Source: an optimization exercise on an open RTL-to-GDS flow (aim: small area). Production flows keep margins and buffers that such runs may drop. In this exercise RTL edits were held to simulation tests only and were not proved equivalent to the original. No activity file was given, so power comes from the tool's default toggle rates.

==> flow/design.v <==
package aluPkg;
    localparam int OpWidth = 4;
    typedef enum logic [OpWidth-1:0] {
        opPassA = 4'h0,
        opPassB = 4'h1,
        opNotA  = 4'h2,
        opNotB  = 4'h3,
        opAdd   = 4'h4,
        opSub   = 4'h5,
        opMax   = 4'h6,
        opAnd   = 4'h7,
        opOr    = 4'h8,
        opNand  = 4'h9,
        opXor   = 4'hA,
        opLsl   = 4'hB,
        opLsr   = 4'hC,
        opAsl   = 4'hD,
        opAsr   = 4'hE,
        opRorc  = 4'hF
    } aluOp_t;
    typedef struct packed {
        logic zero;
        logic carry;
        logic negative;
        logic overflow;
    } aluFlags_t;
endpackage
package dpTypesPkg;
    localparam int DataWidth   = 8;
    localparam int AddrWidth   = 8;
    localparam int NumGenRegs  = 4;
    localparam int NumAddrRegs = 3;
    localparam int ArfPcIdx = 0;
    localparam int ArfArIdx = 1;
    localparam int ArfSpIdx = 2;
    typedef logic [DataWidth-1:0] data_t;
    typedef logic [AddrWidth-1:0] addr_t;
    typedef logic [$clog2(NumGenRegs)-1:0] regIdx_t;
    typedef enum logic [1:0] {regClear, regLoad, regDec, regInc} regFunc_t;
    typedef enum logic [1:0] {selAR = 2'd0, selSP = 2'd1, selPC = 2'd3} arfSel_t;
    typedef enum logic [1:0] {srcAlu, srcMem, srcImm, srcArf} srcSel_t;
    typedef struct packed {
        regIdx_t                 rfOutASel;
        regIdx_t                 rfOutBSel;
        regFunc_t                rfFunc;
        logic [NumGenRegs-1:0]   rfWrMask;
        logic [3:0]              aluOp;       
        arfSel_t                 arfOutCSel;
        arfSel_t                 arfOutDSel;
        regFunc_t                arfFunc;
        logic [NumAddrRegs-1:0]  arfWrMask;
        logic                    memWr;
        srcSel_t                 muxASel;
        srcSel_t                 muxBSel;
        logic                    muxCSel;     
        data_t                   immediate;
    } ctrlWord_t;
    function automatic data_t stepReg(regFunc_t func, data_t cur, data_t din);
        case (func)
            2'd0:     stepReg = {DataWidth{1'b0}};
            2'd1:     stepReg = din;
            2'd2:     stepReg = cur - 1'b1;
            default:  stepReg = cur + 1'b1;
        endcase
    endfunction
endpackage
`timescale 1ns/10ps
module regFile (
    input  logic                                 CLK,
    input  logic                                 rstN_i,
    input  logic                                 we_i,
    input  dpTypesPkg::regFunc_t                 func_i,
    input  logic [dpTypesPkg::NumGenRegs-1:0]    wrMask_i,
    input  dpTypesPkg::data_t                    wrData_i,
    input  dpTypesPkg::regIdx_t                  outASel_i,
    input  dpTypesPkg::regIdx_t                  outBSel_i,
    output dpTypesPkg::data_t                    outA_o,
    output dpTypesPkg::data_t                    outB_o
);
    dpTypesPkg::data_t regs [dpTypesPkg::NumGenRegs];
    always_ff @(posedge CLK) begin
        if (!rstN_i) begin
            for (int i = 0; i < dpTypesPkg::NumGenRegs; i++) begin
                regs[i] <= '0;
            end
        end else if (we_i) begin
            for (int i = 0; i < dpTypesPkg::NumGenRegs; i++) begin
                if (wrMask_i[i]) begin
                    regs[i] <= dpTypesPkg::stepReg(func_i, regs[i], wrData_i);
                end
            end
        end
    end
    assign outA_o = regs[outASel_i];
    assign outB_o = regs[outBSel_i];
endmodule
`timescale 1ns/10ps
module addrRegFile (
    input  logic                                  CLK,
    input  logic                                  rstN_i,
    input  logic                                  we_i,
    input  dpTypesPkg::regFunc_t                  func_i,
    input  logic [dpTypesPkg::NumAddrRegs-1:0]    wrMask_i,
    input  dpTypesPkg::data_t                     wrData_i,
    input  dpTypesPkg::arfSel_t                   outCSel_i,
    input  dpTypesPkg::arfSel_t                   outDSel_i,
    output dpTypesPkg::data_t                     outC_o,
    output dpTypesPkg::addr_t                     outD_o
);
    dpTypesPkg::data_t regs [dpTypesPkg::NumAddrRegs];
    function automatic dpTypesPkg::data_t readReg(dpTypesPkg::arfSel_t sel);
        case (sel)
            dpTypesPkg::selAR: readReg = regs[dpTypesPkg::ArfArIdx];
            dpTypesPkg::selSP: readReg = regs[dpTypesPkg::ArfSpIdx];
            default:           readReg = regs[dpTypesPkg::ArfPcIdx];
        endcase
    endfunction
    always_ff @(posedge CLK) begin
        if (!rstN_i) begin
            for (int i = 0; i < dpTypesPkg::NumAddrRegs; i++) begin
                regs[i] <= '0;
            end
        end else if (we_i) begin
            for (int i = 0; i < dpTypesPkg::NumAddrRegs; i++) begin
                if (wrMask_i[i]) begin
                    regs[i] <= dpTypesPkg::stepReg(func_i, regs[i], wrData_i);
                end
            end
        end
    end
    assign outC_o = readReg(outCSel_i);
    assign outD_o = dpTypesPkg::addr_t'(readReg(outDSel_i));   
endmodule
`timescale 1ns/10ps
module alu (
    input  logic                 CLK,
    input  logic                 rstN_i,
    input  logic                 we_i,
    input  aluPkg::aluOp_t       op_i,
    input  dpTypesPkg::data_t    a_i,
    input  dpTypesPkg::data_t    b_i,
    output dpTypesPkg::data_t    result_o,
    output aluPkg::aluFlags_t    flags_o
);
    localparam int Msb = dpTypesPkg::DataWidth - 1;
    dpTypesPkg::data_t           result;
    logic [dpTypesPkg::DataWidth:0] sum;
    aluPkg::aluFlags_t           flagsQ;
    aluPkg::aluFlags_t           nextFlags;
    assign sum = {1'b0, a_i} + {1'b0, b_i};
    always_comb begin
        result    = a_i;
        nextFlags = flagsQ;     
        case (op_i)
            aluPkg::opPassA: result = a_i;
            aluPkg::opPassB: result = b_i;
            aluPkg::opNotA:  result = ~a_i;
            aluPkg::opNotB:  result = ~b_i;
            aluPkg::opAdd: begin
                result             = sum[Msb:0];
                nextFlags.carry    = sum[Msb+1];
                nextFlags.overflow = (a_i[Msb] == b_i[Msb]) && (result[Msb] != a_i[Msb]);
            end
            aluPkg::opSub: begin
                result             = a_i - b_i;
                nextFlags.carry    = (a_i < b_i);     
                nextFlags.overflow = (a_i[Msb] != b_i[Msb]) && (result[Msb] != a_i[Msb]);
            end
            aluPkg::opMax:   result = (a_i > b_i) ? a_i : b_i;
            aluPkg::opAnd:   result = a_i & b_i;
            aluPkg::opOr:    result = a_i | b_i;
            aluPkg::opNand:  result = ~(a_i & b_i);
            aluPkg::opXor:   result = a_i ^ b_i;
            aluPkg::opLsl, aluPkg::opAsl: begin
                result          = {a_i[Msb-1:0], 1'b0};
                nextFlags.carry = a_i[Msb];
            end
            aluPkg::opLsr: begin
                result          = {1'b0, a_i[Msb:1]};
                nextFlags.carry = a_i[0];
            end
            aluPkg::opAsr: begin
                result          = {a_i[Msb], a_i[Msb:1]};    
                nextFlags.carry = a_i[0];
            end
            aluPkg::opRorc: begin
                result          = {flagsQ.carry, a_i[Msb:1]};
                nextFlags.carry = a_i[0];
            end
            default: result = a_i;
        endcase
        nextFlags.zero     = (result == '0);
        nextFlags.negative = result[Msb];
    end
    always_ff @(posedge CLK) begin
        if (!rstN_i) begin
            flagsQ <= '0;
        end else if (we_i) begin
            flagsQ <= nextFlags;
        end
    end
    assign result_o = result;
    assign flags_o  = flagsQ;
endmodule
`timescale 1ns/10ps
module dataPath (
    input  logic                   CLK,
    input  logic                   rstN_i,
    input  logic                   ctrlValid_i,
    input  dpTypesPkg::ctrlWord_t  ctrl_i,
    output dpTypesPkg::data_t      aluOut_o,
    output aluPkg::aluFlags_t      flags_o,
    output dpTypesPkg::addr_t      address_o,
    input  dpTypesPkg::data_t      memRdData_i,
    output logic                   memWe_o
);
    dpTypesPkg::data_t rfOutA;
    dpTypesPkg::data_t rfOutB;
    dpTypesPkg::data_t arfOutC;
    dpTypesPkg::addr_t arfOutD;
    dpTypesPkg::data_t memRdData;
    dpTypesPkg::data_t aluResult;
    dpTypesPkg::data_t muxAOut;
    dpTypesPkg::data_t muxBOut;
    dpTypesPkg::data_t muxCOut;
    function automatic dpTypesPkg::data_t pickSrc(
        dpTypesPkg::srcSel_t sel,
        dpTypesPkg::data_t   aluVal,
        dpTypesPkg::data_t   memVal,
        dpTypesPkg::data_t   immVal,
        dpTypesPkg::data_t   arfVal
    );
        case (sel)
            dpTypesPkg::srcAlu: pickSrc = aluVal;
            dpTypesPkg::srcMem: pickSrc = memVal;
            dpTypesPkg::srcImm: pickSrc = immVal;
            default:            pickSrc = arfVal;
        endcase
    endfunction
    assign muxAOut = pickSrc(ctrl_i.muxASel, aluResult, memRdData, ctrl_i.immediate, arfOutC);
    assign muxBOut = pickSrc(ctrl_i.muxBSel, aluResult, memRdData, ctrl_i.immediate, arfOutC);
    assign muxCOut = ctrl_i.muxCSel ? rfOutA : arfOutC;    
    regFile i_regFile (
        .CLK       (CLK),
        .rstN_i    (rstN_i),
        .we_i      (ctrlValid_i),
        .func_i    (ctrl_i.rfFunc),
        .wrMask_i  (ctrl_i.rfWrMask),
        .wrData_i  (muxAOut),
        .outASel_i (ctrl_i.rfOutASel),
        .outBSel_i (ctrl_i.rfOutBSel),
        .outA_o    (rfOutA),
        .outB_o    (rfOutB)
    );
    addrRegFile i_addrRegFile (
        .CLK       (CLK),
        .rstN_i    (rstN_i),
        .we_i      (ctrlValid_i),
        .func_i    (ctrl_i.arfFunc),
        .wrMask_i  (ctrl_i.arfWrMask),
        .wrData_i  (muxBOut),
        .outCSel_i (ctrl_i.arfOutCSel),
        .outDSel_i (ctrl_i.arfOutDSel),
        .outC_o    (arfOutC),
        .outD_o    (arfOutD)
    );
    alu i_alu (
        .CLK      (CLK),
        .rstN_i   (rstN_i),
        .we_i     (ctrlValid_i),
        .op_i     (ctrl_i.aluOp),
        .a_i      (muxCOut),
        .b_i      (rfOutB),
        .result_o (aluResult),
        .flags_o  (flags_o)
    );
    assign memRdData = memRdData_i;
    assign memWe_o   = ctrlValid_i & ctrl_i.memWr;    
    assign aluOut_o  = aluResult;
    assign address_o = arfOutD;
endmodule
==> flow/run.sh <==
#!/bin/bash
# synth_recipe.tcl (not shown) runs the flow's synth.tcl, then flattens the netlist and writes it again
# the make line also repeats each setting of config.mk as NAME=value (left out here)
make -C /OpenROAD-flow-scripts/flow DESIGN_CONFIG=/design/flow/config.mk WORK_HOME=/design/flow/orfs CLKGATE_MAP_FILE= SYNTH_SCRIPT=/design/flow/synth_recipe.tcl finish
==> flow/config.mk <==
export PLATFORM = sky130hd
export DESIGN_NAME = dataPath
export DESIGN_NICKNAME = dataPath
export VERILOG_FILES = /design/flow/design.v
export SDC_FILE = /design/flow/constraint.sdc
export NUM_CORES = 4
export LEC_CHECK = 0
export CAP_MARGIN = 20
export CORE_MARGIN = 2
export CORE_UTILIZATION = 40
export SLEW_MARGIN = 20
==> flow/constraint.sdc <==
create_clock -name core_clock -period 10.0 [get_ports {CLK}]
set_input_delay 2.0000 -clock core_clock [delete_from_list [all_inputs] [get_ports {CLK}]]
set_output_delay 2.0000 -clock core_clock [all_outputs]
set_load 0.01 [all_outputs]
==> out/summary.txt <==
antenna diode count: 0
Critical Path Slowest Stage Cell: clkdlybuf4s50_1
PortBufs: 68
drt initial violations: 786
LEAKAGE: 0.00357 uW
final slew viol count: 0
sw power: 375 uW
Avg WL per Cell: 21.2 um
gpl congestion: 0.948
count of final setup violators: 0
PD cells: 122 nW/um2
Hold Fails Final Rpt: 0
pre-CTS setup slack: 1.19 ns
initial antenna violation count: 0
CP endpoint kind: output pin
share of cells above drive strength 1: 5.64%
post_cts resized: 0
synth unique cells: 80
vias per inst: 6.36
count leader, synth: a21oi_1
Fmax: 113 MHz
total wire length: 26.8 mm
CTS tree: yes
Area Growth Syn to Fin: 15.0%
crit-path leading delay family: buffers and inverters
reg-to-reg startpoint: i_addrRegFile.regs[2][5]
CTS buffer count: 9
drt pass-1 iters: 6
DP HPWL: 20.5 mm
hold crit path type: flop to flop
Skew-Pair Late Insertion Delay: 0.35 ns
clk sinks: 60
CTS Hold Buffers Added: 0
Setup Fix Bufs, Post-CTS: 0
FP Rows: 50
skew final: 0.0105 ns
post-route setup TNS: 0 ns
syn_nets: 1120
largest cells by area after synthesis: dfxtp_1 (16%), ha_1 (11%), a21oi_1 (8.4%), o21ai_0 (6.2%), xnor2_1 (4.5%)
Syn Inst Count: 997
Seq pwr share: 25.8%
DIE HEIGHT: 142 um
clock slew at reported path FFs: 0.05 ns
Warnings, synthesis: 6
final period utilization: 88.7%
status: no timing/DRC/antenna violations
max incr delay on CP: 0.76 ns
number of global-route vias before repair: 7583
Worst EP required: 8.00 ns
Reg2Reg Setup Slack: 5.26 ns
Combinational Power Share: 37.7%
dominant synthesized flop cell: dfxtp_1
VDD IR max: 0.0821 mV
clock root buffer: clkbuf_16
Final Critical Period: 8.87 ns
critical path data arrival time: 6.87 ns
largest area contributor in the netlist: dfxtp_1
first-pass GRT wire length: 41.7 mm
CP Class: input pin to output pin
Synth top cells by count: a21oi_1 (129), o21ai_0 (95), ha_1 (66), dfxtp_1 (60), nand2_1 (60)
IO Pins: 69
Max Root-Sink Buffers: 2
Synth Register Bits: 60
NumNets Final: 1147
crit path launch: ctrl_i[35]
Worst Path Buf+Inv: 2
P_int: 701 uW
cells on worst reg2reg path: 13
Crit path top cell by count: clkdlybuf4s50_1
ys async rst share: 0%
gr ovfl total: 0
sequential share of the synthesized area: 15.7%
RSZ-0062 raised after global routing: false
clock share of power: 36.5%
synthesized area per cell: 7.68 um2
Stages on worst setup path: 11
crit path max fanout: 18
worst slew pin tran: 0.959 ns
Slew HR: 35.9%
startpoint types: input pin
Final ANT Viol Nets: 0
reg2reg end: i_alu.flagsQ[3]
Post-synth EDFFs: 0
GRT Total Usage: 26.5%
# DRC: 0
max cap viols: 0
crit path capture: aluOut_o[1]
core area: 18800 um2
H-tree depth: 3
routed vias: 8030
switch share: 34.9%
CP cell instances: clkdlybuf4s50_1 > mux4_1 > nand2_1 > o21ai_0 > ha_1 > or4_1 > nor2_1 > a31oi_1 > o32a_1 > o211ai_1 > clkdlybuf4s50_1
Syn Std Cell Area: 7650 um2
fill count: 1882
Initial Util: 40.8%
pin count of the biggest net entering global routing: 62
area share of the largest cell type after synthesis: 15.7%
PnR worst setup slack: 1.13 ns
die width: 142 um
DIE AREA: 20300 um2
[power groups by stage]
stage	Combinational (uW)	Clock, uW	Sequential [uW]
after floorplan	281	0	272
after global placement	394	0	281
after detailed placement	396	0	281
after CTS	399	395	276
after global routing	441	408	279
final	406	392	277
[logic make-up after synthesis]
group | Yosys count | synth area share [%]
AO/OA/AOI/OAI | 388 | 31.6
AND/OR/NAND/NOR | 242 | 16.7
buffers and inverters | 124 | 6.57
adder cells (fa/ha/maj) | 75 | 13.1
flip-flops | 60 | 15.7
XOR/XNOR | 58 | 6.64
multiplexers | 50 | 9.63
[registers in the layout (all words and copies together), names as in the netlist]
signal and cells:
i_regFile.regs 32, i_addrRegFile.regs 24, i_alu.flagsQ 4
[tightest hold or removal path: stages (launching register included)]
cell and delay, ns:
dfxtp_1 0.30, nor2_1 0.10, nor3_1 0.05
[placed cells by master, fill, tap and decap left out, types with 11 or more instances in the layout]
cell,instances
a21oi_1,129
o21ai_0,95
clkdlybuf4s50_1,67
ha_1,66
nand2_1,60
dfxtp_1,60
inv_1,58
nor2_1,40
xnor2_1,39
nor3_1,30
mux2i_1,26
xor2_1,19
and2_1,18
a21o_1,17
o211ai_1,16
a31oi_1,15
o21bai_1,14
nand2b_1,13
buf_4,13
nand4_1,12
a211oi_1,12
o22ai_1,11
[stage by stage]
stage	cell area, um2	hold slack, ns	std cells	util (%)	total power, uW
4_1_cts	8810	0.501	1263	46.9	1070
3_3_place_gp	8440	0.480	1247	45.0	675
6_report	8810	0.497	1263	46.9	1080
5_1_grt	8810	0.516	1263	46.9	1130
3_5_place_dp	8440	0.494	1247	45.0	677
2_1_floorplan	7650	0.484	997	-	552
[how the worst min path moves through the flow]
stage / startpoint / end / slack, ns / depth (start not counted)
global placement: i_alu.flagsQ[1] / i_alu.flagsQ[1] / 0.48 / 2
global route: i_alu.flagsQ[0] / i_alu.flagsQ[0] / 0.52 / 2
finish: i_alu.flagsQ[0] / i_alu.flagsQ[0] / 0.50 / 2
detailed placement: i_alu.flagsQ[0] / i_alu.flagsQ[0] / 0.49 / 2
floorplan: i_regFile.regs[1][1] / i_regFile.regs[1][1] / 0.48 / 2
CTS: i_alu.flagsQ[0] / i_alu.flagsQ[0] / 0.50 / 2
[routing by layer]
layer	global-route usage (%)	share of wire (%)	wire, um	up-vias
li1	-	-	-	3797
met1	36.0	45	12000	3829
met2	41.3	44	11900	339
met3	4.98	7.1	1900	65
met4	10.9	3.8	1010	0
met5	0	0	0	-
[cell type report]
class	instances	area (um2)	area share, %
clock buffers	12	246	2.80
clock inverters	4	120	1.36
inverters	59	221	2.51
multi-input cells	813	5950	67.6
flip-flops and latches	60	1200	13.6
well taps	234	293	3.32
repair buffers	81	773	8.78

==> afterwards: timing with drivers on the ports <==
The flow's constraints put no driver on any port. The routed layout listed below was extracted and timed again, unchanged, in two steps. Step 1, drivers: a clkbuf_16 drives CLK and a buf_2 each remaining input, both assumed. Step 2, shift: input delay + t, output delay - t, t = (earliest + latest rising clock arrival at the registers) / 2. This alone moves slack from input paths to output paths. Slacks: no drivers / after step 1 / after step 2; pairs: no drivers / after step 1.
t (ns): 0.386
setup WS [ns]: 1.132 / 1.100 / 1.100
clock arrival spread, ns: 0.011 / 0.011
worst register clock-pin slew, ns: 0.06 / 0.06
After both steps setup and hold are still met in this run. For this run, drivers alone change the setup slack by -0.032 ns; drivers and shift together by -0.032 ns.
